This is an optimization exercise on Yosys and OpenROAD, whose aim is small area, a short achievable clock period and few clock cycles, not a production implementation.
RTL that was checked went through simulation tests only; none was proved equivalent to the original.
Power figures rest on the tool's default switching activity, not on a simulated workload.

==> wip/yarrow <==
==> flow/design.v (excerpt) <==
module cpuCore (
  input  logic        CLK,
  input  logic        RST,
  input  logic        en,
  input  logic        start,
  output logic [7:0]  instAddr,
  input  logic [15:0] inst,
  output logic [7:0]  dataAddr,
  output logic        dataWe,
  output logic [15:0] dataOut,
  input  logic [15:0] dataIn,
  output logic        running
);
==> module cpuCore, before the edit <==
module cpuCore (
  input  logic        CLK,
  input  logic        RST,
  input  logic        en,
  input  logic        start,
  output logic [7:0]  instAddr,
  input  logic [15:0] inst,
  output logic [7:0]  dataAddr,
  output logic        dataWe,
  output logic [15:0] dataOut,
  input  logic [15:0] dataIn,
  output logic        running
);
  localparam logic [4:0] OP_HALT = 5'b00001, OP_LOAD = 5'b00010, OP_STORE = 5'b00011,
    OP_ADD = 5'b10000, OP_ADDI = 5'b10001, OP_SUB = 5'b10011, OP_SUBI = 5'b10100,
    OP_INC = 5'b10110, OP_LDIL = 5'b10111, OP_LDIH = 5'b11000, OP_XOR = 5'b11001,
    OP_AND = 5'b11010, OP_OR = 5'b11011;
  logic        runQ, haltedQ, resumed;
  logic [7:0]  pc;
  logic [15:0] regs [8];
  logic [7:0]  valid;   
  logic [15:0] opA, opB;
  logic [2:0]  eDest;
  logic [3:0]  eOff;
  logic        eWrites, eHalt, eStore, eInvB, eCin, eSra;
  logic        eSelSum, eSelLog, eSelShl, eSelShr, eSelLoad;
  logic [3:0]  eTt, fTt;
  logic [15:0] logicOut;
  logic [15:0] sum, shIn, shl, shr, res;
  logic [4:0]  fOp;
  logic [7:0]  fImm;
  logic [15:0] rA, rB, vA, nB, immValA, immValB;
  logic [7:0]  eWriting, usable, matchA, matchB;
  logic        fwdA, fwdB, immA, immB, bUsesD, fWrites;
  assign instAddr = pc;
  assign fOp  = inst[15:11];
  assign fImm = inst[7:0];
  assign bUsesD = (fOp == OP_STORE) || (fOp == OP_ADDI) || (fOp == OP_SUBI);
  assign immA   = (fOp == OP_ADDI) || (fOp == OP_SUBI);
  assign immValA = (fOp == OP_SUBI) ? {8'hFF, ~fImm} : {8'h00, fImm};
  always_comb begin
    case (fOp)
      OP_LDIL: begin immB = 1'b1; immValB = {8'h00, fImm}; end
      OP_LDIH: begin immB = 1'b1; immValB = {fImm, 8'h00}; end
      OP_INC:  begin immB = 1'b1; immValB = 16'd1; end
      default: begin immB = 1'b0; immValB = 16'd0; end
    endcase
  end
  always_comb begin
    for (int i = 0; i < 8; i++) begin
      eWriting[i] = runQ && eWrites && eDest == 3'(i);
      usable[i]   = valid[i] && !eWriting[i];
      matchA[i]   = inst[6:4] == 3'(i);
      matchB[i]   = bUsesD ? inst[10:8] == 3'(i) : inst[2:0] == 3'(i);
    end
  end
  assign fwdA = |(matchA & eWriting) && !immA;
  assign fwdB = |(matchB & eWriting) && !immB;
  always_comb begin
    rA = '0;
    rB = '0;
    for (int i = 0; i < 8; i++) begin
      rA = rA | ({16{matchA[i] && usable[i] && !immA}} & regs[i]);
      rB = rB | ({16{matchB[i] && usable[i] && !immB}} & regs[i]);
    end
  end
  assign vA = rA | ({16{immA}} & immValA) | ({16{fwdA}} & res);
  assign nB = rB | immValB | ({16{fwdB}} & res);
  always_comb begin
    case (fOp)
      OP_XOR:  fTt = 4'b0110;
      OP_AND:  fTt = 4'b1000;
      OP_OR:   fTt = 4'b1110;
      default: fTt = 4'b1010;
    endcase
  end
  assign fWrites = (fOp == OP_LOAD) || (fOp[4] && fOp != 5'b10010 && fOp != 5'b10101);
  always_ff @(posedge CLK) begin
    opA      <= vA;
    opB      <= nB;
    eDest    <= inst[10:8];
    eOff     <= inst[3:0];
    eWrites  <= fWrites;
    eHalt    <= (fOp == OP_HALT);
    eStore   <= (fOp == OP_STORE);
    eInvB    <= (fOp == OP_SUB);
    eCin     <= (fOp == OP_SUB) || (fOp == OP_SUBI);
    eSra     <= fOp[0] && fOp[4:1] == 4'b1111;
    eSelSum  <= (fOp == OP_ADD) || (fOp == OP_ADDI) || (fOp == OP_SUB) ||
                (fOp == OP_SUBI) || (fOp == OP_INC);
    eSelLog  <= (fOp == OP_XOR) || (fOp == OP_AND) || (fOp == OP_OR) ||
                (fOp == OP_LDIL) || (fOp == OP_LDIH);
    eTt      <= fTt;
    eSelShl  <= (fOp[4:1] == 4'b1110);
    eSelShr  <= (fOp[4:1] == 4'b1111);
    eSelLoad <= (fOp == OP_LOAD);
  end
  assign sum = opA + (opB ^ {16{eInvB}}) + {15'd0, eCin};
  always_comb begin
    for (int i = 0; i < 16; i++) begin
      shIn[i] = eSelShl ? opA[15-i] : opA[i];
    end
    shr = 16'($signed({eSra & opA[15], shIn}) >>> opB[3:0]);
    for (int i = 0; i < 16; i++) begin
      shl[i] = shr[15-i];
    end
  end
  always_comb begin
    for (int i = 0; i < 16; i++) begin
      logicOut[i] = eTt[{opA[i], opB[i]}];
    end
  end
  assign res = ({16{eSelSum}}  & sum) |
               ({16{eSelLog}}  & logicOut) |
               ({16{eSelShl}}  & shl) |
               ({16{eSelShr}}  & shr) |
               ({16{eSelLoad}} & dataIn);
  always_ff @(posedge CLK) begin
    if (runQ && eWrites) begin
      regs[eDest] <= res;
    end
  end
  always_ff @(posedge CLK or posedge RST) begin
    if (RST) begin
      valid <= '0;
    end else if (runQ && eWrites) begin
      valid[eDest] <= 1'b1;
    end
  end
  assign dataAddr = opA[7:0] + {4'h0, eOff};
  assign dataOut  = opB;
  assign dataWe   = runQ && eStore;
  assign running = runQ && !(eHalt && !resumed);
  always_ff @(posedge CLK or posedge RST) begin
    if (RST) begin
      runQ    <= 1'b0;
      haltedQ <= 1'b0;
      resumed <= 1'b0;
      pc      <= '0;
    end else begin
      resumed <= 1'b0;
      if (runQ) begin
        if (eHalt) begin
          runQ    <= 1'b0;
          haltedQ <= 1'b1;
        end else if (!en) begin
          runQ <= 1'b0;   
        end else begin
          pc <= pc + 8'd1;
        end
      end else if (en && start && !haltedQ) begin
        runQ    <= 1'b1;
        resumed <= 1'b1;
        pc      <= pc + 8'd1;
      end
    end
  end
endmodule
clock: 5.0 ns
lec_check: 0
cap_margin: 20
core_area: 5.06 5.44 215.41 214.88
cts_buf_list: sky130_fd_sc_hd__clkbuf_8 sky130_fd_sc_hd__clkbuf_16
die_area: 0 0 220.41 220.32
setup_slack_margin: 2.0
slew_margin: 20
tns_end_percent: 20
standard.sh (not shown) runs the stock make flow with config.mk's settings and CLKGATE_MAP_FILE= SYNTH_SCRIPT=/design/flow/synth_recipe.tcl, a recipe that flattens the netlist after the stock synthesis.
==> flow/flow/run.sh <==
#!/bin/bash
# Standard layout, with the port buffers made of sky130_fd_sc_hd__buf_1
# instead of the delay buffer buffer_ports picks by default.
set -euo pipefail
export BUFFER_PORTS_ARGS="-buffer_cell sky130_fd_sc_hd__buf_1"
bash standard.sh > standard.log 2>&1
==> inputs of wip/xenon, as changes to wip/yarrow <==
--- a/flow/design.v
+++ b/flow/design.v
@@ -26,4 +26,3 @@
   logic        eWrites, eHalt, eStore, eInvB, eCin, eSra;
-  logic        eSelSum, eSelLog, eSelShl, eSelShr, eSelLoad;
-  logic [3:0]  eTt, fTt;
+  logic        eSelSum, eLogDiff, eLogBoth, eSelShl, eSelShr, eSelLoad;
   logic [15:0] logicOut;
@@ -39,4 +38,10 @@
   assign bUsesD = (fOp == OP_STORE) || (fOp == OP_ADDI) || (fOp == OP_SUBI);
-  assign immA   = (fOp == OP_ADDI) || (fOp == OP_SUBI);
-  assign immValA = (fOp == OP_SUBI) ? {8'hFF, ~fImm} : {8'h00, fImm};
+  assign immA   = (fOp == OP_ADDI) || (fOp == OP_SUBI) || (fOp == OP_LDIL) || (fOp == OP_LDIH);
+  always_comb begin
+    case (fOp)
+      OP_ADDI: immValA = {8'h00, fImm};
+      OP_SUBI: immValA = {8'hFF, ~fImm};
+      default: immValA = 16'h0000;
+    endcase
+  end
   always_comb begin
@@ -69,10 +74,2 @@
   assign nB = rB | immValB | ({16{fwdB}} & res);
-  always_comb begin
-    case (fOp)
-      OP_XOR:  fTt = 4'b0110;
-      OP_AND:  fTt = 4'b1000;
-      OP_OR:   fTt = 4'b1110;
-      default: fTt = 4'b1010;
-    endcase
-  end
   assign fWrites = (fOp == OP_LOAD) || (fOp[4] && fOp != 5'b10010 && fOp != 5'b10101);
@@ -90,6 +87,5 @@
     eSelSum  <= (fOp == OP_ADD) || (fOp == OP_ADDI) || (fOp == OP_SUB) ||
-                (fOp == OP_SUBI) || (fOp == OP_INC);
-    eSelLog  <= (fOp == OP_XOR) || (fOp == OP_AND) || (fOp == OP_OR) ||
-                (fOp == OP_LDIL) || (fOp == OP_LDIH);
-    eTt      <= fTt;
+                (fOp == OP_SUBI) || (fOp == OP_INC) || (fOp == OP_LDIL) || (fOp == OP_LDIH);
+    eLogDiff <= (fOp == OP_XOR) || (fOp == OP_OR);
+    eLogBoth <= (fOp == OP_AND) || (fOp == OP_OR);
     eSelShl  <= (fOp[4:1] == 4'b1110);
@@ -108,9 +104,5 @@
   end
-  always_comb begin
-    for (int i = 0; i < 16; i++) begin
-      logicOut[i] = eTt[{opA[i], opB[i]}];
-    end
-  end
+  assign logicOut = ((opA ^ opB) & {16{eLogDiff}}) | ((opA & opB) & {16{eLogBoth}});
   assign res = ({16{eSelSum}}  & sum) |
-               ({16{eSelLog}}  & logicOut) |
+               logicOut |
                ({16{eSelShl}}  & shl) |
- CORE_AREA: 5.06 5.44 215.41 214.88 -> unset
- CORE_MARGIN: unset -> 2
- CORE_UTILIZATION: unset -> 55
- CTS_BUF_LIST: sky130_fd_sc_hd__clkbuf_8 sky130_fd_sc_hd__clkbuf_16 -> sky130_fd_sc_hd__clkbuf_4 sky130_fd_sc_hd__clkbuf_8
- DIE_AREA: 0 0 220.41 220.32 -> unset
==> inputs of wip/nickel, as changes to wip/yarrow <==
- CTS_BUF_LIST: sky130_fd_sc_hd__clkbuf_8 sky130_fd_sc_hd__clkbuf_16 -> sky130_fd_sc_hd__clkbuf_4 sky130_fd_sc_hd__clkbuf_8
- PLACE_DENSITY: unset -> 0.55
==> inputs of wip/cedar, as changes to wip/yarrow <==
- CORE_AREA: 5.06 5.44 215.41 214.88 -> unset
- CORE_MARGIN: unset -> 2
- CORE_UTILIZATION: unset -> 45
- CTS_BUF_LIST: sky130_fd_sc_hd__clkbuf_8 sky130_fd_sc_hd__clkbuf_16 -> sky130_fd_sc_hd__clkbuf_4 sky130_fd_sc_hd__clkbuf_8
- DIE_AREA: 0 0 220.41 220.32 -> unset
==> comparison table <==
Outcome: wip/xenon complete, no violations; wip/yarrow complete, no violations; wip/cedar complete, no violations; wip/nickel complete, no violations
First-iteration detailed-routing DRC count: wip/xenon 1422; wip/yarrow 1305; wip/cedar 1749; wip/nickel 1078
Total number of vias: wip/xenon 9445; wip/yarrow 9556; wip/cedar 9523; wip/nickel 9559
WP depth: wip/xenon 12; wip/yarrow 9; wip/cedar 12; wip/nickel 13
Slowest CP cell: wip/xenon sky130_fd_sc_hd__a222oi_1; wip/yarrow sky130_fd_sc_hd__dfxtp_4; wip/cedar sky130_fd_sc_hd__a221oi_4; wip/nickel sky130_fd_sc_hd__a221oi_4
Antenna diodes: wip/xenon 0; wip/yarrow 0; wip/cedar 0; wip/nickel 1
Power in combinational cells: wip/xenon 1470 uW; wip/yarrow 1450 uW; wip/cedar 1400 uW; wip/nickel 1480 uW
Via density: wip/xenon 7.03; wip/yarrow 5.57; wip/cedar 6.63; wip/nickel 5.56
Initial cell density of the core: wip/xenon 55.5%; wip/yarrow 25.6%; wip/cedar 46.1%; wip/nickel 25.6%
Number of non-clock inverters in the layout: wip/xenon 28; wip/yarrow 31; wip/cedar 31; wip/nickel 31
Sequential-cell power consumption: wip/xenon 2140 uW; wip/yarrow 2150 uW; wip/cedar 2170 uW; wip/nickel 2160 uW
Initial antenna violation count: wip/xenon 0; wip/yarrow 0; wip/cedar 0; wip/nickel 1
Reported leakage power: wip/xenon 0.00486 uW; wip/yarrow 0.00490 uW; wip/cedar 0.00474 uW; wip/nickel 0.00485 uW
Finished Cell Area: wip/xenon 12500 um^2; wip/yarrow 13400 um^2; wip/cedar 12800 um^2; wip/nickel 13300 um^2
Synth Instances: wip/xenon 979; wip/yarrow 1032; wip/cedar 1032; wip/nickel 1032
Clock latency on the worst-skew pair: wip/xenon 0.48 ns; wip/yarrow 0.44 ns; wip/cedar 0.47 ns; wip/nickel 0.49 ns
Number of nets produced by synthesis: wip/xenon 1059; wip/yarrow 1096; wip/cedar 1096; wip/nickel 1096
Post-layout total power: wip/xenon 4710 uW; wip/yarrow 4960 uW; wip/cedar 4610 uW; wip/nickel 4680 uW
Post-CTS Repair Setup Buffers: wip/xenon 15; wip/yarrow 20; wip/cedar 17; wip/nickel 23
RR Startpoint: wip/xenon eInvB; wip/yarrow opB[0]; wip/cedar eInvB; wip/nickel eInvB
Per-cell routed wire length: wip/xenon 28.2 um; wip/yarrow 23.2 um; wip/cedar 26.1 um; wip/nickel 23.7 um
Post-synthesis share of cell area spent on xor and xnor gates: wip/xenon 3.39%; wip/yarrow 3.34%; wip/cedar 3.34%; wip/nickel 3.34%
Required time at the endpoint of the critical path: wip/xenon 5.23 ns; wip/yarrow 4.00 ns; wip/cedar 5.21 ns; wip/nickel 5.30 ns
Simple-gate share of the synthesized area: wip/xenon 11.6%; wip/yarrow 13.1%; wip/cedar 13.1%; wip/nickel 13.1%
Drt first pass iters: wip/xenon 8; wip/yarrow 7; wip/cedar 8; wip/nickel 6
Share of total power consumed by net switching: wip/xenon 36.4%; wip/yarrow 34.7%; wip/cedar 37.4%; wip/nickel 37.8%
Proportion of cell area occupied by registers: wip/xenon 42.8%; wip/yarrow 40.3%; wip/cedar 42.4%; wip/nickel 40.6%
Testbench counts of wip/yarrow, summed over its fixed seeds: cycles 9,192.
Testbench counts of wip/nickel, summed over its fixed seeds: cycles 9,192.
Testbench counts of wip/cedar, summed over its fixed seeds: cycles 9,192.
The RTL of wip/xenon was laid out without a check of its function.

-- re-timing with driven ports --
The flow's constraints put no driver on any port. The routed layouts listed below were extracted and timed again, unchanged, in two steps. Step 1, drivers: a clkbuf_16 drives CLK and a buf_2 each remaining input, both assumed. Step 2 adds t to the input delays and takes it off the output delays; t is the mean of the earliest and latest rising clock arrival at the registers after step 1. Input paths then give back, and output paths get back, about the clock's delay inside the block. a / b / c = ideal ports / drivers / drivers and shift; a / b = the first two.
run | t, ns | setup WS [ns] | slew at the worst register clock pin (ns)
wip/yarrow | 0.482 | 1.932 / 1.886 / 1.537 | 0.08 / 0.08
wip/xenon | 0.510 | 1.746 / 1.746 / 1.458 | 0.12 / 0.12
wip/nickel | 0.533 | 1.838 / 1.838 / 1.417 | 0.12 / 0.12
wip/cedar | 0.509 | 1.827 / 1.803 / 1.502 | 0.12 / 0.12
After both steps setup and hold are still met in every run listed. For wip/nickel, which loses most, drivers alone change the setup slack by 0.000 ns; drivers and shift together by -0.421 ns.
